Background: an optimization exercise with open tools, aiming at small area. Do not read the settings as production practice. In this exercise RTL edits were held to simulation tests only and were not proved equivalent to the original. Power is estimated from default activity; no workload was simulated.

**flow/design.v**
```verilog
`timescale 1ns/1ps
package cpu_pkg;
  typedef logic [31:0] addr_t;
  typedef logic [31:0] instr_t;
  typedef logic [4:0] reg_idx_t;
  typedef logic [31:0] gpreg_t;
  typedef struct packed {
    addr_t  pc;
    instr_t instr;
  } fetched_t;
  typedef enum logic [2:0] {
    FMT_R,
    FMT_I,
    FMT_S,
    FMT_B,
    FMT_U,
    FMT_J,
    FMT_ILLEGAL
  } fmt_t;
  typedef enum logic [6:0] {
    OPC_LOAD     = 7'b0000011,
    OPC_MISC_MEM = 7'b0001111,
    OPC_OP_IMM   = 7'b0010011,
    OPC_AUIPC    = 7'b0010111,
    OPC_STORE    = 7'b0100011,
    OPC_OP       = 7'b0110011,
    OPC_LUI      = 7'b0110111,
    OPC_BRANCH   = 7'b1100011,
    OPC_JALR     = 7'b1100111,
    OPC_JAL      = 7'b1101111,
    OPC_SYSTEM   = 7'b1110011
  } opcode_t;
  typedef struct packed {
    addr_t       pc;
    fmt_t        fmt;
    logic [6:0]  opcode;
    logic [2:0]  funct3;
    logic [6:0]  funct7;
    reg_idx_t    rd;
    reg_idx_t    rs1;
    reg_idx_t    rs2;
    logic [31:0] imm;
  } decoded_t;
endpackage
`timescale 1ns/1ps
module instr_queue (
  input  logic        clk,
  input  logic        rst,
  input  logic        flush,
  input  logic        enq_valid,
  input  logic [31:0] enq_data,
  output logic        deq_valid,
  input  logic        deq_ready,
  output logic [31:0] deq_data,
  output logic [2:0]  count
);
  logic [31:0] mem [0:3];
  logic [1:0]  wr_ptr;
  logic [1:0]  rd_ptr;
  logic        deq_fire;
  assign deq_valid = (count != 3'd0);
  assign deq_data  = mem[rd_ptr];
  assign deq_fire  = deq_valid && deq_ready;
  always_ff @(posedge clk) begin
    if (enq_valid) begin
      mem[wr_ptr] <= enq_data;
    end
  end
  always_ff @(posedge clk or posedge rst) begin
    if (rst) begin
      wr_ptr <= 2'd0;
      rd_ptr <= 2'd0;
      count  <= 3'd0;
    end else if (flush) begin
      wr_ptr <= 2'd0;
      rd_ptr <= 2'd0;
      count  <= 3'd0;
    end else begin
      if (enq_valid) begin
        wr_ptr <= wr_ptr + 2'd1;
      end
      if (deq_fire) begin
        rd_ptr <= rd_ptr + 2'd1;
      end
      count <= count + {2'b0, enq_valid} - {2'b0, deq_fire};
    end
  end
endmodule
`timescale 1ns/1ps
module fetch_unit (
  input  logic        clk,
  input  logic        rst,
  input  logic        redirect_valid,
  input  logic [31:0] redirect_pc,
  output logic        mem_req_valid,
  input  logic        mem_req_ready,
  output logic [31:0] mem_req_addr,
  input  logic        mem_resp_valid,
  output logic        mem_resp_ready,
  output logic        enq_valid,
  input  logic [2:0]  q_count,
  output logic [1:0]  live,
  output logic [31:0] pc
);
  logic [1:0] stale;
  logic [1:0] outstanding;
  logic       req_fire;
  assign outstanding = live + stale;
  assign mem_resp_ready = 1'b1;
  assign mem_req_valid  = !outstanding[1] && ({1'b0, q_count} + {2'b0, outstanding}) < 4'd4
                          && !redirect_valid;
  assign mem_req_addr   = pc;
  assign req_fire       = mem_req_valid && mem_req_ready;
  assign enq_valid      = mem_resp_valid && (stale == 2'd0) && !redirect_valid;
  always_ff @(posedge clk or posedge rst) begin
    if (rst) begin
      pc    <= 32'h8000_0000;
      live  <= 2'd0;
      stale <= 2'd0;
    end else begin
      if (redirect_valid) begin
        pc    <= redirect_pc;
        live  <= 2'd0;
        stale <= outstanding - {1'b0, mem_resp_valid};
      end else begin
        if (req_fire) begin
          pc <= pc + 32'd4;
        end
        if (mem_resp_valid && stale != 2'd0) begin
          stale <= stale - 2'd1;
        end
        live <= live + {1'b0, req_fire} - {1'b0, enq_valid};
      end
    end
  end
endmodule
`timescale 1ns/1ps
module regfile (
  input  logic        clk,
  input  logic        rst,
  input  logic [4:0]  rd_idx_a,
  input  logic [4:0]  rd_idx_b,
  output logic [31:0] rd_val_a,
  output logic [31:0] rd_val_b,
  input  logic        wr_en,
  input  logic [4:0]  wr_idx,
  input  logic [31:0] wr_val
);
  logic [31:1][31:0] regs;
  logic [31:1]       vld;
  logic [31:1]       we;
  logic [31:1]       sel_a;
  logic [31:1]       sel_b;
  logic              wr_live;
  logic              hit_a;
  logic              hit_b;
  assign wr_live = wr_en && (wr_idx != 5'd0);
  assign hit_a   = wr_live && (wr_idx == rd_idx_a);
  assign hit_b   = wr_live && (wr_idx == rd_idx_b);
  for (genvar i = 1; i < 32; i++) begin : g_reg
    assign we[i]    = wr_live && (wr_idx == 5'(i));
    assign sel_a[i] = (rd_idx_a == 5'(i)) && vld[i] && !hit_a;
    assign sel_b[i] = (rd_idx_b == 5'(i)) && vld[i] && !hit_b;
    always_ff @(posedge clk) begin
      if (we[i]) begin
        regs[i] <= wr_val;
      end
    end
    always_ff @(posedge clk or posedge rst) begin
      if (rst) begin
        vld[i] <= 1'b0;
      end else if (we[i]) begin
        vld[i] <= 1'b1;
      end
    end
  end
  always_comb begin
    rd_val_a = {32{hit_a}} & wr_val;
    rd_val_b = {32{hit_b}} & wr_val;
    for (int i = 1; i < 32; i++) begin
      rd_val_a = rd_val_a | ({32{sel_a[i]}} & regs[i]);
      rd_val_b = rd_val_b | ({32{sel_b[i]}} & regs[i]);
    end
  end
endmodule
`timescale 1ns/1ps
module instr_decode (
  input  logic        clk,
  input  logic        rst,
  input  logic        flush,
  input  logic        deq_valid,
  output logic        deq_ready,
  input  logic [31:0] deq_data,
  input  logic [31:0] fetch_pc,
  input  logic [2:0]  ahead,
  output logic        dec_valid,
  input  logic        dec_ready,
  output logic [31:0] dec_pc,
  output logic [2:0]  dec_fmt,
  output logic [31:0] dec_imm,
  output logic [31:0] w
);
  logic load;
  assign deq_ready = !dec_valid || dec_ready;
  assign load      = deq_valid && deq_ready;
  always_ff @(posedge clk or posedge rst) begin
    if (rst) begin
      dec_valid <= 1'b0;
    end else if (flush) begin
      dec_valid <= 1'b0;
    end else if (load) begin
      dec_valid <= 1'b1;
    end else if (dec_ready) begin
      dec_valid <= 1'b0;
    end
  end
  always_ff @(posedge clk) begin
    if (load) begin
      w <= deq_data;
    end
  end
  assign dec_pc = {fetch_pc[31:2] - {27'd0, ahead} - 30'd1, fetch_pc[1:0]};
  always_comb begin
    case (w[6:0])
      7'b0110011:                                         dec_fmt = 3'd0;
      7'b0000011, 7'b0001111, 7'b0010011, 7'b1100111,
      7'b1110011:                                         dec_fmt = 3'd1;
      7'b0100011:                                         dec_fmt = 3'd2;
      7'b1100011:                                         dec_fmt = 3'd3;
      7'b0110111, 7'b0010111:                             dec_fmt = 3'd4;
      7'b1101111:                                         dec_fmt = 3'd5;
      default:                                            dec_fmt = 3'd6;
    endcase
    case (dec_fmt)
      3'd1:    dec_imm = {{20{w[31]}}, w[31:20]};
      3'd2:    dec_imm = {{20{w[31]}}, w[31:25], w[11:7]};
      3'd3:    dec_imm = {{19{w[31]}}, w[31], w[7], w[30:25], w[11:8], 1'b0};
      3'd4:    dec_imm = {w[31:12], 12'b0};
      3'd5:    dec_imm = {{11{w[31]}}, w[31], w[19:12], w[20], w[30:21], 1'b0};
      default: dec_imm = 32'd0;
    endcase
  end
endmodule
`timescale 1ns/1ps
module cpu_frontend (
  input  logic        clk,
  input  logic        rst,
  input  logic        redirect_valid,
  input  logic [31:0] redirect_pc,
  output logic        mem_req_valid,
  input  logic        mem_req_ready,
  output logic [31:0] mem_req_addr,
  input  logic        mem_resp_valid,
  output logic        mem_resp_ready,
  input  logic [31:0] mem_resp_data,
  input  logic        wb_en,
  input  logic [4:0]  wb_idx,
  input  logic [31:0] wb_val,
  output logic        dec_valid,
  input  logic        dec_ready,
  output logic [31:0] dec_pc,
  output logic [2:0]  dec_fmt,
  output logic [6:0]  dec_opcode,
  output logic [2:0]  dec_funct3,
  output logic [6:0]  dec_funct7,
  output logic [4:0]  dec_rd,
  output logic [4:0]  dec_rs1,
  output logic [4:0]  dec_rs2,
  output logic [31:0] dec_imm,
  output logic [31:0] dec_rs1_val,
  output logic [31:0] dec_rs2_val
);
  logic        enq_valid;
  logic [2:0]  q_count;
  logic [1:0]  live;
  logic [31:0] pc;
  logic        deq_valid;
  logic        deq_ready;
  logic [31:0] deq_data;
  logic [31:0] w;
  fetch_unit fetch_inst (
    .clk            (clk),
    .rst            (rst),
    .redirect_valid (redirect_valid),
    .redirect_pc    (redirect_pc),
    .mem_req_valid  (mem_req_valid),
    .mem_req_ready  (mem_req_ready),
    .mem_req_addr   (mem_req_addr),
    .mem_resp_valid (mem_resp_valid),
    .mem_resp_ready (mem_resp_ready),
    .enq_valid      (enq_valid),
    .q_count        (q_count),
    .live           (live),
    .pc             (pc)
  );
  instr_queue ifq_inst (
    .clk       (clk),
    .rst       (rst),
    .flush     (redirect_valid),
    .enq_valid (enq_valid),
    .enq_data  (mem_resp_data),
    .deq_valid (deq_valid),
    .deq_ready (deq_ready),
    .deq_data  (deq_data),
    .count     (q_count)
  );
  instr_decode decode_inst (
    .clk       (clk),
    .rst       (rst),
    .flush     (redirect_valid),
    .deq_valid (deq_valid),
    .deq_ready (deq_ready),
    .deq_data  (deq_data),
    .fetch_pc  (pc),
    .ahead     (q_count + {1'b0, live}),
    .dec_valid (dec_valid),
    .dec_ready (dec_ready),
    .dec_pc    (dec_pc),
    .dec_fmt   (dec_fmt),
    .dec_imm   (dec_imm),
    .w         (w)
  );
  regfile regfile_inst (
    .clk      (clk),
    .rst      (rst),
    .rd_idx_a (w[19:15]),
    .rd_idx_b (w[24:20]),
    .rd_val_a (dec_rs1_val),
    .rd_val_b (dec_rs2_val),
    .wr_en    (wb_en),
    .wr_idx   (wb_idx),
    .wr_val   (wb_val)
  );
  assign dec_opcode = w[6:0];
  assign dec_rd     = w[11:7];
  assign dec_funct3 = w[14:12];
  assign dec_rs1    = w[19:15];
  assign dec_rs2    = w[24:20];
  assign dec_funct7 = w[31:25];
endmodule
```
**flow/flow/run.sh**
```bash
#!/bin/bash
# Own flow: the standard layout (standard.sh) with
#  - synthesis: the standard flow's script, but abc maps for area (abc_area_map.script);
#    registers, names and cell types are those of the standard synthesis
#  - port buffers: every input and output gets a sky130_fd_sc_hd__buf_1
#  - clock tree: larger sink clusters, no dummy loads
# The make output goes to flow_make.log; ORFS keeps each step's log under orfs/logs.
set -euo pipefail
F=$(cd "$(dirname "$0")" && pwd)
bash standard.sh \
  SYNTH_SCRIPT="$F/synth_area.tcl" \
  AREA_ABC_SCRIPT="$F/abc_area_map.script" \
  BUFFER_PORTS_ARGS="-buffer_cell sky130_fd_sc_hd__buf_1" \
  CTS_ARGS="-sink_clustering_enable -repair_clock_nets -dont_use_dummy_load -sink_clustering_size 28 -sink_clustering_max_diameter 65" \
  finish > flow_make.log 2>&1
```
**flow/flow/abc_area_map.script**
```
strash
dc2
&get -n
&dch
&nf -R 1000
&put
topo
```
**flow/config.mk**
```make
export PLATFORM = sky130hd
export DESIGN_NAME = cpu_frontend
export DESIGN_NICKNAME = cpu_frontend
export VERILOG_FILES = /design/flow/design.v
export SDC_FILE = /design/flow/constraint.sdc
export NUM_CORES = 4
export LEC_CHECK = 0
export CAP_MARGIN = 10
export CELL_PAD_IN_SITES_DETAIL_PLACEMENT = 1
export CELL_PAD_IN_SITES_GLOBAL_PLACEMENT = 1
export CORE_MARGIN = 2
export CORE_UTILIZATION = 50
export PLACE_DENSITY = 0.6
export SLEW_MARGIN = 10
```
**flow/constraint.sdc**
```tcl
create_clock -name core_clock -period 10.0 [get_ports {clk}]
set_input_delay 2.0000 -clock core_clock [delete_from_list [all_inputs] [get_ports {clk}]]
set_output_delay 2.0000 -clock core_clock [all_outputs]
set_load 0.01 [all_outputs]
```
**flow/flow/synth_area.tcl**
```tcl
# The standard flow's synthesis (synth_recipe.tcl) with an area-oriented abc mapping script:
# abc's -script argument is swapped for abc_area_map.script beside this file.
proc synth {args} { yosys synth -nofsm -noshare {*}$args }
proc abc {args} {
  set i [lsearch -exact $args -script]
  if { $i >= 0 } {
    lset args [expr { $i + 1 }] $::env(AREA_ABC_SCRIPT)
  }
  yosys abc {*}$args
}
source $::env(SCRIPTS_DIR)/synth.tcl
# left out here: clear keep_hierarchy, flatten, clean up, hide names made inside functions, write 1_2_yosys.v
```
**flow/standard.sh**
```bash
#!/bin/bash
# synth_recipe.tcl (not shown) runs the flow's synth.tcl, then flattens the netlist and writes it again
# the make line also repeats each setting of config.mk as NAME=value (left out here)
make -C /OpenROAD-flow-scripts/flow DESIGN_CONFIG=/design/flow/config.mk WORK_HOME=/design/flow/orfs CLKGATE_MAP_FILE= SYNTH_SCRIPT=/design/flow/synth_recipe.tcl "${@:-finish}"
```
==> run_results.csv, run 1 <==
group,metric,value,unit
logic_synthesis,ys_top_cells_by_count,"sky130_fd_sc_hd__edfxtp_1 (1152), sky130_fd_sc_hd__a222oi_1 (462), sky130_fd_sc_hd__a22oi_1 (211)",
sta,slew_violations,0,
logic_synthesis,ys_seq_elements,1227,
logic_synthesis,postSynthAreaPerCell,16.5,um^2
logic_synthesis,synthFlopType,"sky130_fd_sc_hd__edfxtp_1",
sta,final_hold_viol_count,0,
logic_synthesis,synth.yosys.seq_area_share,0.734,
clock_network,clock_latency,0.69,ns
die,die_w,319,um
setup_path,critical_path_class,"input pin to output pin",
die,top_level_ports,306,
logic_synthesis,synthDominantAreaCellType,"sky130_fd_sc_hd__edfxtp_1",
clock_network,hold_buffers,0,
drt,final_routed_wire_length_divided_by_cell_count,47.4,um
setup_path,crit_path_max_fanout,25,
finish,final_cells,4852,
pwr,worst_ir_drop_vdd,0.183,mV
drt,drtIter0Drc,12100,
logic_synthesis,netlist_instances,3009,
logic_synthesis,synthDistinctLibCells,51,
die,design.die.area,102000,um^2
sta,period_minus_slack,8.81,ns
finish,area.growth.synth_to_final,13.6,%
pwr,power-per-cell-area,227,nW/um^2
drt,firstDrtPassIters,10,
drt,dr_total_vias,40200,
place,dp_hpwl,125000,um
die,row_count,115,
sta,fin_worst_skew,0.0409,ns
logic_synthesis,post_synth_instance_area,49700,um^2
die,initial_core_util,0.505,
setup_path,critical_path_arrival,6.81,ns
drt,drt_drc_violations_left,0,
logic_synthesis,netlist_top_cells_area,"sky130_fd_sc_hd__edfxtp_1 (70%), sky130_fd_sc_hd__a222oi_1 (9.3%), sky130_fd_sc_hd__dfrtp_1 (3.7%)",
clock_network,clkSlewWorstSetupHoldPaths,0.05,ns
place,port-buffer-count,304,
sta,achievable-frequency,114,MHz
logic_synthesis,yosysWarnings,4,
finish,finalCoreUtilization,0.574,
clock_network,cts-htree-levels,3,
finish,fill_cells,9197,
run,max_cap_violations,0,
drt,route.antenna.remaining_nets,0,
logic_synthesis,async_flop_share,0.0611,
clock_network,cts_sinks,1227,
pwr,leakage_dissipation,0.0178,uW
logic_synthesis,top_count_cell_post_synth,"sky130_fd_sc_hd__edfxtp_1",
finish,final_net_count,3689,
min_path,class_of_the_tightest_hold_or_removal_check,"flip-flop to flip-flop",
logic_synthesis,synth.top_cell.area_share,0.696,
clock_network,tritoncts,"built",
pwr,total_power,12800,uW
grt,grt_start_max_net_pins,61,
place,gp_congestion,0.958,
die,floorplan.core_area,98400,um^2
clock_network,total_cts_buffers,85,
setup_path,cp-end-kind,"output pin",
sta,timing.setup.tns,0,ns
setup_path,worst_case_register_to_register_setup_slack,6.26,ns
grt,initial_antenna_violation_count,10,
setup_path,setup.worst_path.start_class,"input pin",
grt,wire_length_of_the_first_global_routing_pass,315000,um
sta,report.final.setup_viol,0,
grt,grt_pass1_vias,39700,
run_status,outcome,"complete, no violations",
sta,rsz0062_at_grt,"false",
clock_network,clockRootBuffer,"sky130_fd_sc_hd__clkbuf_16",
grt,final_global_route_overflow_total,0,
sta,holdWs,0.498,ns
logic_synthesis,synth-edff-count,1152,
place,placedCellCount,4759,
finish,post_route_cells_drive_above_1_share,0.110,
grt,grtUsageTotal,0.443,
sta,relSlewSlack,0.0533,
setup_path,cp_data_required_time,8.00,ns
drt,routed_via_density,8.29,
clock_network,max-clock-path-buffers,3,
logic_synthesis,mappedNetlistNets,3138,
sta,period_share,0.881,
clock_network,post_cts_resize_count,0,
clock_network,post-cts-setup-buffers,0,
sta,tightest_slew,1.41,ns
die,chipHeight,319,um
drt,totalWireLength,230000,um
[worst max-delay path, cell delays in order]
cell                        delay [ns]
sky130_fd_sc_hd__buf_1            0.50
sky130_fd_sc_hd__or4_1            0.32
sky130_fd_sc_hd__o21ai_0          0.19
sky130_fd_sc_hd__nor3_2           0.31
sky130_fd_sc_hd__buf_4            0.63
sky130_fd_sc_hd__nor2b_1          0.21
sky130_fd_sc_hd__and3_2           0.57
sky130_fd_sc_hd__buf_4            0.37
sky130_fd_sc_hd__a22o_1           0.21
sky130_fd_sc_hd__a221oi_1         0.22
sky130_fd_sc_hd__nand4_1          0.17
sky130_fd_sc_hd__a2111oi_0        0.71
sky130_fd_sc_hd__nand3_1          0.17
sky130_fd_sc_hd__buf_1            0.16
[cells in the final DEF (no fill, tap or decap), types with 73 or more instances in the layout]
cell type                   netlist  routed
sky130_fd_sc_hd__nand3_1        120     120
sky130_fd_sc_hd__dfrtp_1         74      73
sky130_fd_sc_hd__a222oi_1       462     462
sky130_fd_sc_hd__nand4_1        121     121
sky130_fd_sc_hd__buf_4            3     147
sky130_fd_sc_hd__buf_1            0     293
sky130_fd_sc_hd__edfxtp_1      1152    1152
sky130_fd_sc_hd__clkbuf_16        0      85
sky130_fd_sc_hd__a22oi_1        211     211
sky130_fd_sc_hd__nand2_1        200     200
[worst paths after layout]
path,start,to,depth (start not counted)
max,wb_idx[1],dec_rs1_val[27],14
min,regfile_inst.vld[11],regfile_inst.vld[11],1
max reg2reg,fetch_inst.stale[0],fetch_inst.pc[27],12
min reg2reg,regfile_inst.vld[11],regfile_inst.vld[11],1
max in group asynchronous,rst,regfile_inst.vld[11],3
min in group asynchronous,rst,fetch_inst.pc[22],2
[cells by family after synthesis]
logic type	count (synthesis)	share of synthesized area
AOI/OAI and AO/OA	888	0.156
adders and majority gates	21	0.00574
other	1	0.0000754
muxes	38	0.0158
and+or+nand+nor	755	0.0775
buffers and inverters	29	0.00242
xor gates and xnor gates	50	0.00881
DFF	1227	0.734
[routing by layer]
layer / part of all wire / routed length, um / GRT usage
met1: 0.33 / 76200 / 0.573
met2: 0.43 / 98700 / 0.655
met3: 0.17 / 38900 / 0.153
met4: 0.071 / 16200 / 0.250
met5: 0.00012 / 27 / 0
[where the power goes]
| part | switching [uW] | internal, uW | total (uW) |
|---|---|---|---|
| Clock | 1720 | 1500 | 3220 |
| Sequential | 216 | 5870 | 6090 |
| Combinational | 2430 | 1090 | 3510 |
| Total | 4360 | 8460 | 12800 |
[registers in the layout, summed over array words and instances (netlist names)]
signal	count
ifq_inst.count	3
fetch_inst.live	2
regfile_inst.regs	992
fetch_inst.pc	32
ifq_inst.wr_ptr	2
ifq_inst.mem	128
decode_inst.w	32
regfile_inst.vld	31
ifq_inst.rd_ptr	2
decode_inst.dec_valid	1
fetch_inst.stale	2
[metrics by stage]
| step | worst slack (ns) | area (um^2) |
|---|---|---|
| global placement | 1.65 | 54300 |
| CTS | 1.47 | 56400 |
| detailed placement | 1.56 | 54300 |
| floorplan | 1.05 | 49700 |
| global route | 1.08 | 56500 |
| finish | 1.19 | 56500 |
[layout make-up]
class,instances,area [um^2],area share
antenna,7,17.5,0.000310
clock buffer,85,2130,0.0377
inverter,26,98.8,0.00175
multi-input combinational,1753,13600,0.240
sequential,1227,36500,0.646
tap,1287,1610,0.0285
timing repair buffer,467,2570,0.0455
==> run 2, diff against run 1 <==
--- a/flow/flow/run.sh
+++ b/flow/flow/run.sh
@@ -11,5 +11,5 @@
   SYNTH_SCRIPT="$F/synth_area.tcl" \
   AREA_ABC_SCRIPT="$F/abc_area_map.script" \
   BUFFER_PORTS_ARGS="-buffer_cell sky130_fd_sc_hd__buf_1" \
-  CTS_ARGS="-sink_clustering_enable -repair_clock_nets -dont_use_dummy_load -sink_clustering_size 28 -sink_clustering_max_diameter 65" \
+  CTS_ARGS="-sink_clustering_enable -repair_clock_nets -dont_use_dummy_load -sink_clustering_size 30 -sink_clustering_max_diameter 70" \
   finish > flow_make.log 2>&1
--- a/flow/config.mk
+++ b/flow/config.mk
@@ -5,10 +5,10 @@
 export SDC_FILE = /design/flow/constraint.sdc
 export NUM_CORES = 4
 export LEC_CHECK = 0
-export CAP_MARGIN = 10
+export CAP_MARGIN = 0
 export CELL_PAD_IN_SITES_DETAIL_PLACEMENT = 1
 export CELL_PAD_IN_SITES_GLOBAL_PLACEMENT = 1
 export CORE_MARGIN = 2
 export CORE_UTILIZATION = 50
 export PLACE_DENSITY = 0.6
-export SLEW_MARGIN = 10
+export SLEW_MARGIN = 0
==> run 2 against run 1 <==
Final cell count down 0.29%. Synthesized area unchanged. Global-route usage down 0.082 points. Synthesized cell count unchanged. Via count about the same. Setup slack better by 0.080 ns. Clock power down 7.8%. Sequential power about the same. Clock skew up 0.0065 ns. Hold slack better by 0.0013 ns. Largest cell class unchanged.
==> run_results.csv, run 2 <==
group,metric,value,unit
run_status,outcome,"complete, no violations",
finish,number_of_flip_flops_under_the_largest_register_name,992,
sta,fin_worst_skew,0.0474,ns
place,gp_congestion,0.958,
sta,slew_violations,0,
setup_path,cp-end-kind,"output pin",
place,port-buffer-count,304,
clock_network,max-clock-path-buffers,3,
finish,registers.top_by_ff_count,"regfile_inst.regs",
setup_path,cp_common_cell,"sky130_fd_sc_hd__buf_4",
drt,dr_total_vias,40200,
logic_synthesis,ys_top_cells_by_count,"sky130_fd_sc_hd__edfxtp_1 (1152), sky130_fd_sc_hd__a222oi_1 (462), sky130_fd_sc_hd__a22oi_1 (211)",
sta,rsz0062_at_grt,"false",
logic_synthesis,mappedNetlistNets,3138,
grt,wire_length_of_the_first_global_routing_pass,314000,um
min_path,class_of_the_tightest_hold_or_removal_check,"flip-flop to flip-flop",
place,dp_hpwl,125000,um
die,floorplan.core_area,98400,um^2
die,die_w,319,um
pwr,power-per-cell-area,224,nW/um^2
drt,totalWireLength,230000,um
finish,area.growth.synth_to_final,12.9,%
logic_synthesis,top_count_cell_post_synth,"sky130_fd_sc_hd__edfxtp_1",
sta,period_share,0.873,
sta,tightest_slew,1.42,ns
setup_path,critical_path_arrival,6.73,ns
min_path,worst_hold_stages,1,
finish,layout_commonest_cell,"sky130_fd_sc_hd__edfxtp_1",
clock_network,clockRootBuffer,"sky130_fd_sc_hd__clkbuf_16",
setup_path,cp_data_required_time,8.00,ns
logic_synthesis,postSynthAreaPerCell,16.5,um^2
grt,final_global_route_overflow_total,0,
grt,grt_pass1_vias,39700,
logic_synthesis,synthFlopType,"sky130_fd_sc_hd__edfxtp_1",
drt,drtIter0Drc,12300,
die,row_count,115,
clock_network,post_cts_resize_count,0,
drt,firstDrtPassIters,14,
logic_synthesis,synthDistinctLibCells,51,
sta,achievable-frequency,115,MHz
drt,route.antenna.remaining_nets,0,
logic_synthesis,synth.yosys.seq_area_share,0.734,
sta,relSlewSlack,0.0508,
die,chipHeight,319,um
setup_path,critPathBufInv,5,
logic_synthesis,ys_seq_elements,1227,
die,initial_core_util,0.505,
setup_path,critical_path.slowest_cell,"sky130_fd_sc_hd__buf_4",
setup_path,crit_family,"simple AND/OR/NAND/NOR gates",
grt,initial_antenna_violation_count,12,
logic_synthesis,yosysWarnings,4,
grt,grt_start_max_net_pins,61,
logic_synthesis,post_synth_instance_area,49700,um^2
finish,fill_cells,9207,
setup_path,critical_path.cell_chain,"buf_1, or4_1, o21ai_0, nor3_2, buf_4, nor2b_1, and3_2, buf_4, buf_4, a222oi_1, nand4_1, nor3_1, nand4_1, buf_1",
drt,routed_via_density,8.31,
sta,final_hold_viol_count,0,
clock_network,hold_buffers,0,
finish,final_net_count,3676,
finish,stdcell_area,56100,um^2
clock_network,post-cts-setup-buffers,0,
pwr,worst_ir_drop_vdd,0.191,mV
finish,seqCellArea,36500,um^2
finish,largest_registers,"regfile_inst.regs: 992 flops, ifq_inst.mem: 128 flops",
logic_synthesis,netlist_top_cells_area,"sky130_fd_sc_hd__edfxtp_1 (70%), sky130_fd_sc_hd__a222oi_1 (9.3%), sky130_fd_sc_hd__dfrtp_1 (3.7%)",
setup_path,setup.worst_path.start_class,"input pin",
pwr,leakage_dissipation,0.0176,uW
clock_network,cts_sinks,1227,
logic_synthesis,synth.top_cell.area_share,0.696,
run,max_cap_violations,0,
setup_path,worst-path-stages,14,
sta,timing.setup.tns,0,ns
clock_network,tritoncts,"built",
logic_synthesis,netlist_instances,3009,
finish,final_cell_mix,"sky130_fd_sc_hd__edfxtp_1 (1152), sky130_fd_sc_hd__a222oi_1 (462), sky130_fd_sc_hd__buf_1 (303)",
setup_path,critical_path_class,"input pin to output pin",
setup_path,critical-path-max-stage-delay,0.63,ns
sta,period_minus_slack,8.73,ns
sta,report.final.setup_viol,0,
logic_synthesis,synth-edff-count,1152,
clock_network,total_cts_buffers,73,
clock_network,clock_latency,0.69,ns
sta,holdWs,0.499,ns
setup_path,crit_path_max_fanout,25,
clock_network,clkSlewWorstSetupHoldPaths,0.05,ns
die,top_level_ports,306,
logic_synthesis,synthDominantAreaCellType,"sky130_fd_sc_hd__edfxtp_1",
grt,grtUsageTotal,0.442,
setup_path,ff2ff_path_depth,12,
place,placedInstanceArea,54300,um^2
drt,drt_drc_violations_left,0,
logic_synthesis,async_flop_share,0.0611,
die,design.die.area,102000,um^2
finish,multi_input_comb_area,13600,um^2
drt,final_routed_wire_length_divided_by_cell_count,47.6,um
finish,post_route_cells_drive_above_1_share,0.104,
clock_network,cts-htree-levels,3,
-- run 2: cell count changes in the layout (fill, tap and decap cells not counted) --
| cell | before | now |
|---|---|---|
| sky130_fd_sc_hd__diode_2 | 7 | 6 |
| sky130_fd_sc_hd__clkbuf_16 | 85 | 73 |
| sky130_fd_sc_hd__buf_6 | 1 | 0 |
| sky130_fd_sc_hd__buf_1 | 293 | 303 |
| sky130_fd_sc_hd__clkbuf_2 | 11 | 1 |
-- run 2: kinds of logic after synthesis --
group,synth area share
AOI/OAI and AO/OA,0.156
xor gates and xnor gates,0.00881
muxes,0.0158
DFF,0.734
other,0.0000754
buffers and inverters,0.00242
and+or+nand+nor,0.0775
adders and majority gates,0.00574
-- run 2: worst register-to-register path, stage by stage, from the launching register on --
cell	delay (ns)
sky130_fd_sc_hd__dfrtp_1	0.43
sky130_fd_sc_hd__ha_1	0.23
sky130_fd_sc_hd__xnor2_1	0.14
sky130_fd_sc_hd__xnor2_1	0.34
sky130_fd_sc_hd__ha_1	0.31
sky130_fd_sc_hd__a311o_1	0.31
sky130_fd_sc_hd__nor3_1	0.23
sky130_fd_sc_hd__nand2_1	0.46
sky130_fd_sc_hd__clkinv_1	0.43
sky130_fd_sc_hd__nor2_1	0.07
sky130_fd_sc_hd__buf_4	0.23
sky130_fd_sc_hd__a222oi_1	0.33
sky130_fd_sc_hd__clkinv_1	0.13
-- run 2: path summary, 6_finish.rpt --
| kind | start | end | slack [ns] |
|---|---|---|---|
| worst max register to register | fetch_inst.stale[0] | fetch_inst.pc[27] | 6.27 |
| min in group asynchronous | rst | fetch_inst.pc[10] | 1.25 |
| worst min-delay path | regfile_inst.vld[11] | regfile_inst.vld[11] | 0.50 |
| max in group asynchronous | rst | regfile_inst.vld[4] | 7.51 |
| worst max-delay path | wb_idx[1] | dec_rs1_val[19] | 1.27 |
| worst min register to register | regfile_inst.vld[11] | regfile_inst.vld[11] | 0.50 |
-- run 2: power by group --
part | internal [uW] | total (uW) | leakage [uW] | switching (uW)
Combinational | 1080 | 3510 | 0.00540 | 2430
Clock | 1300 | 2970 | 0.000900 | 1670
Sequential | 5870 | 6090 | 0.0113 | 216
-- run 2: area by class of cell --
type	instances	area share
antenna	6	0.000267
clock buffer	73	0.0325
inverter	26	0.00176
multi-input combinational	1753	0.242
sequential	1227	0.650
tap	1287	0.0287
timing repair buffer	466	0.0454
-- run 2: metal layers --
layer	share of wire	GRT usage	vias up
li1	-	-	14700
met3	0.17	0.161	1028
met4	0.069	0.253	16
met1	0.33	0.571	20000
met2	0.43	0.647	4486
met5	0.00046	0	-
-- run 2: stage by stage --
| step | worst slack, ns | instances | total power (uW) | util |
|---|---|---|---|---|
| global placement | 1.65 | 4759 | 9520 | 0.552 |
| finish | 1.27 | 4838 | 12600 | 0.570 |
| detailed placement | 1.56 | 4759 | 9580 | 0.552 |
| CTS | 1.45 | 4832 | 12400 | 0.570 |
| global route | 1.10 | 4836 | 12900 | 0.570 |
| floorplan | 1.05 | 3009 | 7860 | - |
==> run 3, diff against run 2 <==
==> flow/flow/abc_area_map.script (replaced) <==
strash
&get -n
&deepsyn -T 60
&put
dc2
&get -n
&dch
&nf -R 1000
&put
topo
==> run 3 against run 2 <==
Global-route usage grew 2.1 points. Synthesized cell count grew 1.2%. Final cell count grew 0.89%. Sequential share of layout area grew 0.58 points. Total power shrank 1.3%. Wire length grew 4.1%. First-iteration DRC count grew 7.9%. Sequential cell count is the same. Utilization shrank 0.34 points. Clock power is essentially flat. Setup slack lost 0.39 ns. Critical endpoint is now dec_pc[31]. Largest power group unchanged.
==> run_results.csv, run 3 <==
group,metric,value,unit
grt,wire_length_of_the_first_global_routing_pass,326000,um
drt,firstDrtPassIters,14,
sta,fin_worst_skew,0.0532,ns
logic_synthesis,synth.top_cell.area_share,0.700,
logic_synthesis,yosys.area_share.simple,0.0814,
logic_synthesis,postSynthAreaPerCell,16.2,um^2
drt,route.antenna.remaining_nets,0,
setup_path,crit_path_max_fanout,4,
clock_network,total_cts_buffers,73,
finish,layout_commonest_cell,"sky130_fd_sc_hd__edfxtp_1",
logic_synthesis,synth.yosys.seq_area_share,0.738,
setup_path,critical_path_class,"flip-flop to output pin",
setup_path,cp_data_required_time,8.00,ns
grt,grt_start_max_net_pins,53,
logic_synthesis,synth_top_family_by_area,"compound AO/OA/AOI/OAI gates",
drt,final_routed_wire_length_divided_by_cell_count,49.0,um
sta,final_hold_viol_count,0,
sta,tightest_slew,1.40,ns
drt,routed_via_density,8.49,
finish,area.growth.synth_to_final,12.5,%
pwr,worst_ir_drop_vdd,0.256,mV
logic_synthesis,ys_top_cells_by_count,"sky130_fd_sc_hd__edfxtp_1 (1152), sky130_fd_sc_hd__a222oi_1 (496), sky130_fd_sc_hd__nand2_1 (221)",
finish,number_of_flip_flops_under_the_largest_register_name,992,
logic_synthesis,synth-edff-count,1152,
logic_synthesis,top_count_cell_post_synth,"sky130_fd_sc_hd__edfxtp_1",
drt,totalWireLength,239000,um
finish,stdcell_area,55600,um^2
finish,final_cell_mix,"sky130_fd_sc_hd__edfxtp_1 (1152), sky130_fd_sc_hd__a222oi_1 (496), sky130_fd_sc_hd__buf_1 (303)",
die,initial_core_util,0.504,
logic_synthesis,synth_compound_gate_area_share,0.162,
drt,drt_drc_violations_left,0,
sta,relSlewSlack,0.0634,
finish,largest_registers,"regfile_inst.regs: 992 flops, ifq_inst.mem: 128 flops",
logic_synthesis,netlist_instances,3046,
run,max_cap_violations,0,
pwr,power-per-cell-area,223,nW/um^2
setup_path,cp-end-kind,"output pin",
pwr,leakage_dissipation,0.0179,uW
clock_network,post_cts_resize_count,0,
logic_synthesis,async_flop_share,0.0611,
grt,initial_antenna_violation_count,10,
setup_path,setup.worst_path.start_class,"flip-flop",
finish,registers.top_by_ff_count,"regfile_inst.regs",
logic_synthesis,ys_seq_elements,1227,
sta,post-route-worst-setup-slack,0.880,ns
logic_synthesis,synthAdderAreaFrac,0.00577,
die,chipHeight,318,um
grt,grt_pass1_vias,40500,
drt,dr_total_vias,41500,
sta,achievable-frequency,110,MHz
clock_network,tritoncts,"built",
finish,final_net_count,3710,
sta,rsz0062_at_grt,"false",
place,dp_hpwl,129000,um
logic_synthesis,netlist_top_cells_area,"sky130_fd_sc_hd__edfxtp_1 (70%), sky130_fd_sc_hd__a222oi_1 (10%), sky130_fd_sc_hd__dfrtp_1 (3.7%)",
logic_synthesis,synthDominantAreaCellType,"sky130_fd_sc_hd__edfxtp_1",
sta,report.final.setup_viol,0,
clock_network,cts_sinks,1227,
clock_network,cts-htree-levels,3,
drt,drtIter0Drc,13300,
logic_synthesis,synth.mux.area_fraction,0.00159,
logic_synthesis,post_synth_xor_area_fraction,0.00815,
finish,finalCoreUtilization,0.567,
logic_synthesis,synthDistinctLibCells,50,
place,placedCellCount,4793,
die,row_count,115,
die,design.die.area,101000,um^2
die,die_w,318,um
sta,period_minus_slack,9.12,ns
finish,final_cells,4881,
clock_network,hold_buffers,0,
clock_network,clockRootBuffer,"sky130_fd_sc_hd__clkbuf_16",
grt,grtUsageTotal,0.463,
logic_synthesis,post_synth_instance_area,49400,um^2
sta,timing.setup.tns,0,ns
place,gp_congestion,0.995,
setup_path,critical_path_arrival,7.12,ns
place,port-buffer-count,304,
place,placedInstanceArea,53800,um^2
sta,slew_violations,0,
sta,period_share,0.912,
logic_synthesis,synthFlopType,"sky130_fd_sc_hd__edfxtp_1",
logic_synthesis,mappedNetlistNets,3175,
logic_synthesis,yosysWarnings,4,
place,preCtsSetupSlack,1.44,ns
clock_network,post-cts-setup-buffers,0,
clock_network,clkSlewWorstSetupHoldPaths,0.09,ns
clock_network,max-clock-path-buffers,3,
grt,final_global_route_overflow_total,0,
run_status,outcome,"complete, no violations",
min_path,class_of_the_tightest_hold_or_removal_check,"flip-flop to flip-flop",
die,floorplan.core_area,98100,um^2
die,top_level_ports,306,
finish,post_route_cells_drive_above_1_share,0.0925,
clock_network,clock_latency,0.68,ns
==> run 3: final timing paths <==
check                                     start                    to  slack (ns)  cells past startpoint
hold reg to reg            regfile_inst.vld[17]  regfile_inst.vld[17]        0.51                      1
setup / recovery              ifq_inst.count[0]            dec_pc[31]        0.88                     21
setup reg to reg            fetch_inst.stale[0]     fetch_inst.pc[20]        6.22                     14
min in group asynchronous                   rst    ifq_inst.wr_ptr[1]        1.39                      2
max in group asynchronous                   rst     fetch_inst.pc[11]        7.58                      3
hold / removal             regfile_inst.vld[17]  regfile_inst.vld[17]        0.51                      1
==> run 3: worst max-delay path: stages (launching register included) <==
cell and delay (ns):
sky130_fd_sc_hd__dfrtp_1 0.42, sky130_fd_sc_hd__ha_1 0.21, sky130_fd_sc_hd__fa_1 0.53, sky130_fd_sc_hd__clkinv_1 0.08, sky130_fd_sc_hd__ha_1 0.27, sky130_fd_sc_hd__a21oi_1 0.14, sky130_fd_sc_hd__nor2b_1 0.07, sky130_fd_sc_hd__or3_1 0.38
sky130_fd_sc_hd__nor4_1 0.37, sky130_fd_sc_hd__nand2b_1 0.13, sky130_fd_sc_hd__nor2_1 0.16, sky130_fd_sc_hd__or4b_1 0.50, sky130_fd_sc_hd__or3_1 0.40, sky130_fd_sc_hd__nor2_1 0.17, sky130_fd_sc_hd__or4b_1 0.50, sky130_fd_sc_hd__or3_1 0.38
sky130_fd_sc_hd__nor2_1 0.17, sky130_fd_sc_hd__or4b_1 0.50, sky130_fd_sc_hd__or3_1 0.39, sky130_fd_sc_hd__nor4_1 0.27, sky130_fd_sc_hd__xor2_1 0.22, sky130_fd_sc_hd__buf_1 0.20
==> run 3: layout make-up <==
cell class                      instances  area [um^2]
Fill cell                            9232        42500
Sequential cell                      1227        36500
Multi-Input combinational cell       1786        13200
Timing Repair Buffer                  463         2400
Clock buffer                           73         1830
Tap cell                             1287         1610
Inverter                               30          114
Antenna cell                           15         37.5
==> run 3: through the flow <==
step | hold slack, ns | power, uW
global placement | 0.465 | 9340
floorplan | 0.449 | 7740
CTS | 0.505 | 12200
finish | 0.506 | 12400
global route | 0.513 | 12700
detailed placement | 0.480 | 9400
==> run 3: layer usage <==
| layer | track usage | up-vias | wire length [um] |
|---|---|---|---|
| li1 | - | 14800 | - |
| met1 | 0.586 | 20200 | 76600 |
| met2 | 0.669 | 5108 | 101000 |
| met3 | 0.181 | 1424 | 41900 |
| met4 | 0.288 | 12 | 20200 |
| met5 | 0.00331 | - | 125 |
==> run 3: cells by family (layout without fill, tap and decap cells) <==
group	count (synthesis)	in the layout
other cells	1	16
fa+ha+maj	21	21
compound gates	906	906
simple gates	805	805
buf+inv	33	566
flops	1227	1227
mux	7	7
xor+xnor	46	46
==> run 3: power by group <==
| group | internal, uW | leakage [uW] | total [uW] | switching, uW |
|---|---|---|---|---|
| Sequential | 5860 | 0.0113 | 6090 | 226 |
| Combinational | 998 | 0.00569 | 3390 | 2390 |
| Clock | 1300 | 0.000900 | 2940 | 1630 |
| Total | 8160 | 0.0179 | 12400 | 4250 |
==> run 4, diff against run 3 <==
--- a/flow/flow/run.sh
+++ b/flow/flow/run.sh
@@ -11,5 +11,5 @@
   SYNTH_SCRIPT="$F/synth_area.tcl" \
   AREA_ABC_SCRIPT="$F/abc_area_map.script" \
   BUFFER_PORTS_ARGS="-buffer_cell sky130_fd_sc_hd__buf_1" \
-  CTS_ARGS="-sink_clustering_enable -repair_clock_nets -dont_use_dummy_load -sink_clustering_size 30 -sink_clustering_max_diameter 70" \
+  CTS_ARGS="-sink_clustering_enable -repair_clock_nets -dont_use_dummy_load -sink_clustering_size 25 -sink_clustering_max_diameter 60" \
   finish > flow_make.log 2>&1
==> flow/flow/abc_area_map.script (replaced) <==
strash
dch
map -a
topo
stime -c
==> flow/config.mk (replaced) <==
export PLATFORM = sky130hd
export DESIGN_NAME = cpu_frontend
export DESIGN_NICKNAME = cpu_frontend
export VERILOG_FILES = /design/flow/design.v
export SDC_FILE = /design/flow/constraint.sdc
export NUM_CORES = 4
export LEC_CHECK = 0
export CAP_MARGIN = 20
export CORE_MARGIN = 2
export CORE_UTILIZATION = 65
export PLACE_DENSITY = 0.75
export SLEW_MARGIN = 20
==> run 4 against run 3 <==
Sequential cell count is the same. Via count grew 0.34%. Clock power grew 4%. Synthesized area grew 5.9%. Synthesized cell count grew 35%. Combinational power grew 69%. First-iteration DRC count shrank 48%. Die area shrank 18%. Critical path type is now input pin to output pin. Highest routed layer unchanged.
==> run_results.csv, run 4 <==
group,metric,value,unit
logic_synthesis,synth.top_cell.area_share,0.661,
logic_synthesis,ys_seq_elements,1227,
clock_network,total_cts_buffers,81,
die,die_w,288,um
logic_synthesis,yosys.area_share.simple,0.106,
logic_synthesis,netlist_instances,4107,
setup_path,critical_path_class,"input pin to output pin",
pwr,leakage_dissipation,0.0185,uW
finish,final_cell_mix,"sky130_fd_sc_hd__edfxtp_1 (1152), sky130_fd_sc_hd__nand2_1 (718), sky130_fd_sc_hd__clkinv_1 (408)",
min_path,class_of_the_tightest_hold_or_removal_check,"flip-flop to flip-flop",
grt,grt_start_max_net_pins,76,
place,placedInstanceArea,57100,um^2
finish,layout_commonest_cell,"sky130_fd_sc_hd__edfxtp_1",
pwr,worst_ir_drop_vdd,0.233,mV
finish,registers.top_by_ff_count,"regfile_inst.regs",
finish,largest_registers,"regfile_inst.regs: 992 flops, ifq_inst.mem: 128 flops",
grt,grtUsageTotal,0.429,
clock_network,clockRootBuffer,"sky130_fd_sc_hd__clkbuf_16",
sta,tightest_slew,1.20,ns
drt,route.antenna.remaining_nets,0,
run,max_cap_violations,0,
setup_path,critical_path_arrival,7.65,ns
logic_synthesis,synth-edff-count,1152,
logic_synthesis,async_flop_share,0.0611,
logic_synthesis,synthDominantAreaCellType,"sky130_fd_sc_hd__edfxtp_1",
sta,achievable-frequency,104,MHz
drt,drtIter0Drc,6887,
sta,report.final.setup_viol,0,
finish,stdcell_area,59200,um^2
sta,timing.setup.tns,0,ns
finish,area.growth.synth_to_final,13.2,%
drt,final_routed_wire_length_divided_by_cell_count,31.2,um
clock_network,cts-htree-levels,3,
logic_synthesis,top_count_cell_post_synth,"sky130_fd_sc_hd__edfxtp_1",
sta,fin_worst_skew,0.0504,ns
finish,number_of_flip_flops_under_the_largest_register_name,992,
logic_synthesis,post_synth_xor_area_fraction,0.0102,
place,dp_hpwl,115000,um
setup_path,crit_path_max_fanout,24,
clock_network,clock_latency,0.67,ns
logic_synthesis,yosysWarnings,4,
sta,holdWs,0.503,ns
grt,final_global_route_overflow_total,0,
setup_path,cp-end-kind,"output pin",
grt,wire_length_of_the_first_global_routing_pass,257000,um
drt,dr_total_vias,41600,
sta,final_hold_viol_count,0,
die,top_level_ports,306,
die,design.die.area,82800,um^2
logic_synthesis,synthFlopType,"sky130_fd_sc_hd__edfxtp_1",
finish,final_net_count,4806,
finish,finalCoreUtilization,0.739,
sta,rsz0062_at_grt,"true",
drt,drt_drc_violations_left,0,
setup_path,worst_case_register_to_register_setup_slack,6.11,ns
clock_network,hold_buffers,0,
die,row_count,104,
clock_network,clkSlewWorstSetupHoldPaths,0.07,ns
clock_network,cts_sinks,1227,
finish,fill_cells,5273,
logic_synthesis,netlist_top_cells_area,"sky130_fd_sc_hd__edfxtp_1 (66%), sky130_fd_sc_hd__a221oi_1 (5.5%), sky130_fd_sc_hd__nand2_1 (5.2%)",
logic_synthesis,synthDistinctLibCells,35,
place,port-buffer-count,304,
sta,slew_violations,0,
sta,relSlewSlack,0.193,
pwr,total_power,14900,uW
clock_network,tritoncts,"built",
logic_synthesis,synth_top_family_by_area,"compound AO/OA/AOI/OAI gates",
logic_synthesis,synth_compound_gate_area_share,0.152,
sta,period_share,0.965,
pwr,power-per-cell-area,251,nW/um^2
drt,totalWireLength,179000,um
drt,routed_via_density,7.24,
sta,period_minus_slack,9.65,ns
die,floorplan.core_area,80200,um^2
logic_synthesis,synth.mux.area_fraction,0,
run_status,outcome,"complete, no violations",
setup_path,cp_data_required_time,8.00,ns
finish,post_route_cells_drive_above_1_share,0.0868,
setup_path,critical_path.slowest_cell,"sky130_fd_sc_hd__a221oi_1",
die,initial_core_util,0.653,
logic_synthesis,ys_top_cells_by_count,"sky130_fd_sc_hd__edfxtp_1 (1152), sky130_fd_sc_hd__nand2_1 (719), sky130_fd_sc_hd__clkinv_1 (410)",
setup_path,cp_common_cell,"sky130_fd_sc_hd__a221oi_1",
logic_synthesis,postSynthAreaPerCell,12.7,um^2
setup_path,setup.worst_path.start_class,"input pin",
drt,firstDrtPassIters,9,
logic_synthesis,synth.yosys.seq_area_share,0.697,
logic_synthesis,mappedNetlistNets,4236,
clock_network,max-clock-path-buffers,3,
place,gp_congestion,1.01,
logic_synthesis,post_synth_instance_area,52300,um^2
setup_path,critical-path-max-stage-delay,0.41,ns
grt,grt_pass1_vias,39600,
logic_synthesis,synthAdderAreaFrac,0.00545,
grt,initial_antenna_violation_count,4,
clock_network,post-cts-setup-buffers,0,
die,chipHeight,288,um
[run 4: cell types whose count changed after synthesis, moves of 178 or more]
cell	before	now
sky130_fd_sc_hd__nand2_1	221	719
sky130_fd_sc_hd__a222oi_1	496	0
sky130_fd_sc_hd__clkinv_1	30	410
sky130_fd_sc_hd__a221oi_1	63	331
sky130_fd_sc_hd__o21ai_0	25	212
sky130_fd_sc_hd__nor2_1	101	279
[run 4: worst paths after layout]
kind	start	to	cells past startpoint
min in group asynchronous	rst	fetch_inst.pc[30]	3
worst max-delay path	wb_idx[0]	dec_rs2_val[11]	27
worst min-delay path	fetch_inst.pc[1]	fetch_inst.pc[1]	2
max in group asynchronous	rst	ifq_inst.rd_ptr[0]	3
worst min register to register	fetch_inst.pc[1]	fetch_inst.pc[1]	2
worst max register to register	fetch_inst.stale[0]	fetch_inst.pc[25]	12
[run 4: routing by layer]
| layer | part of all wire | up-vias | GRT usage |
|---|---|---|---|
| met3 | 0.13 | 710 | 0.104 |
| met2 | 0.46 | 3651 | 0.664 |
| li1 | - | 17200 | - |
| met5 | 0.000073 | - | 0 |
| met1 | 0.33 | 20000 | 0.548 |
| met4 | 0.080 | 2 | 0.275 |
[run 4: cells by family (layout without fill, tap and decap cells)]
family,count (synthesis),after routing
fa+ha+maj,21,21
flops,1227,1227
xor+xnor,61,61
buf+inv,413,981
other cells,1,8
compound gates,1068,1068
simple gates,1316,1316
[run 4: worst max-delay path, delay by kind of cell]
| kind | cells | cell delay [ns] |
|---|---|---|
| compound gates | 14 | 3.53 |
| buf+inv | 7 | 1.23 |
| simple gates | 6 | 0.82 |
[run 4: repair_timing]
action	in CTS	in global routing
setup endpoints to repair	0	1
resized for setup	0	2
hold endpoints to repair	0	0
[run 4: per-stage QoR]
stage          instances  worst slack (ns)
2_1_floorplan       4107            0.0437
3_3_place_gp        5646             0.573
3_5_place_dp        5648             0.436
4_1_cts             5729             0.417
5_1_grt             5736           -0.0237
6_report            5742             0.349
[run 4: where the power goes]
| part | switching, uW | internal, uW | total (uW) | leakage, uW |
|---|---|---|---|---|
| Clock | 1610 | 1430 | 3050 | 0.000998 |
| Sequential | 231 | 5850 | 6080 | 0.0112 |
| Combinational | 3850 | 1870 | 5730 | 0.00626 |
[run 4: layout make-up]
| type | instances | area (um^2) | share of cell area |
|---|---|---|---|
| Antenna cell | 7 | 17.5 | 0.000296 |
| Clock buffer | 81 | 2030 | 0.0342 |
| Inverter | 410 | 1540 | 0.0260 |
| Multi-Input combinational cell | 2467 | 15000 | 0.253 |
| Sequential cell | 1227 | 36500 | 0.616 |
| Tap cell | 1060 | 1330 | 0.0224 |
| Timing Repair Buffer | 490 | 2890 | 0.0488 |

[port drivers added, routing unchanged]
The results above use ideal ports. As a check the final layouts listed here were re-extracted and re-timed, cells and wires unchanged.
Step 1, drivers: a clkbuf_16 drives clk and a buf_2 each remaining input, both assumed.
Step 2 also shifts input and output timing later by t, the mid clock arrival at the registers, as if the neighbouring blocks saw the same clock.
Three values: no drivers, after step 1, after step 2; two values: the first two.
run	t (ns)	setup slack, ns	worst data-port slew with drivers (ns)	pins driven straight from the clock port
run 1	0.752	1.190 / 1.163 / 1.163	0.13	1
run 2	0.744	1.270 / 1.241 / 1.241	0.13	1
run 3	0.742	0.880 / 0.808 / 1.138	0.11	1
run 4	0.717	0.349 / 0.328 / 0.328	0.06	1
After both steps every run listed still meets setup and hold. For run 2, which loses most, drivers alone change the setup slack by -0.029 ns; drivers and shift together by -0.029 ns.
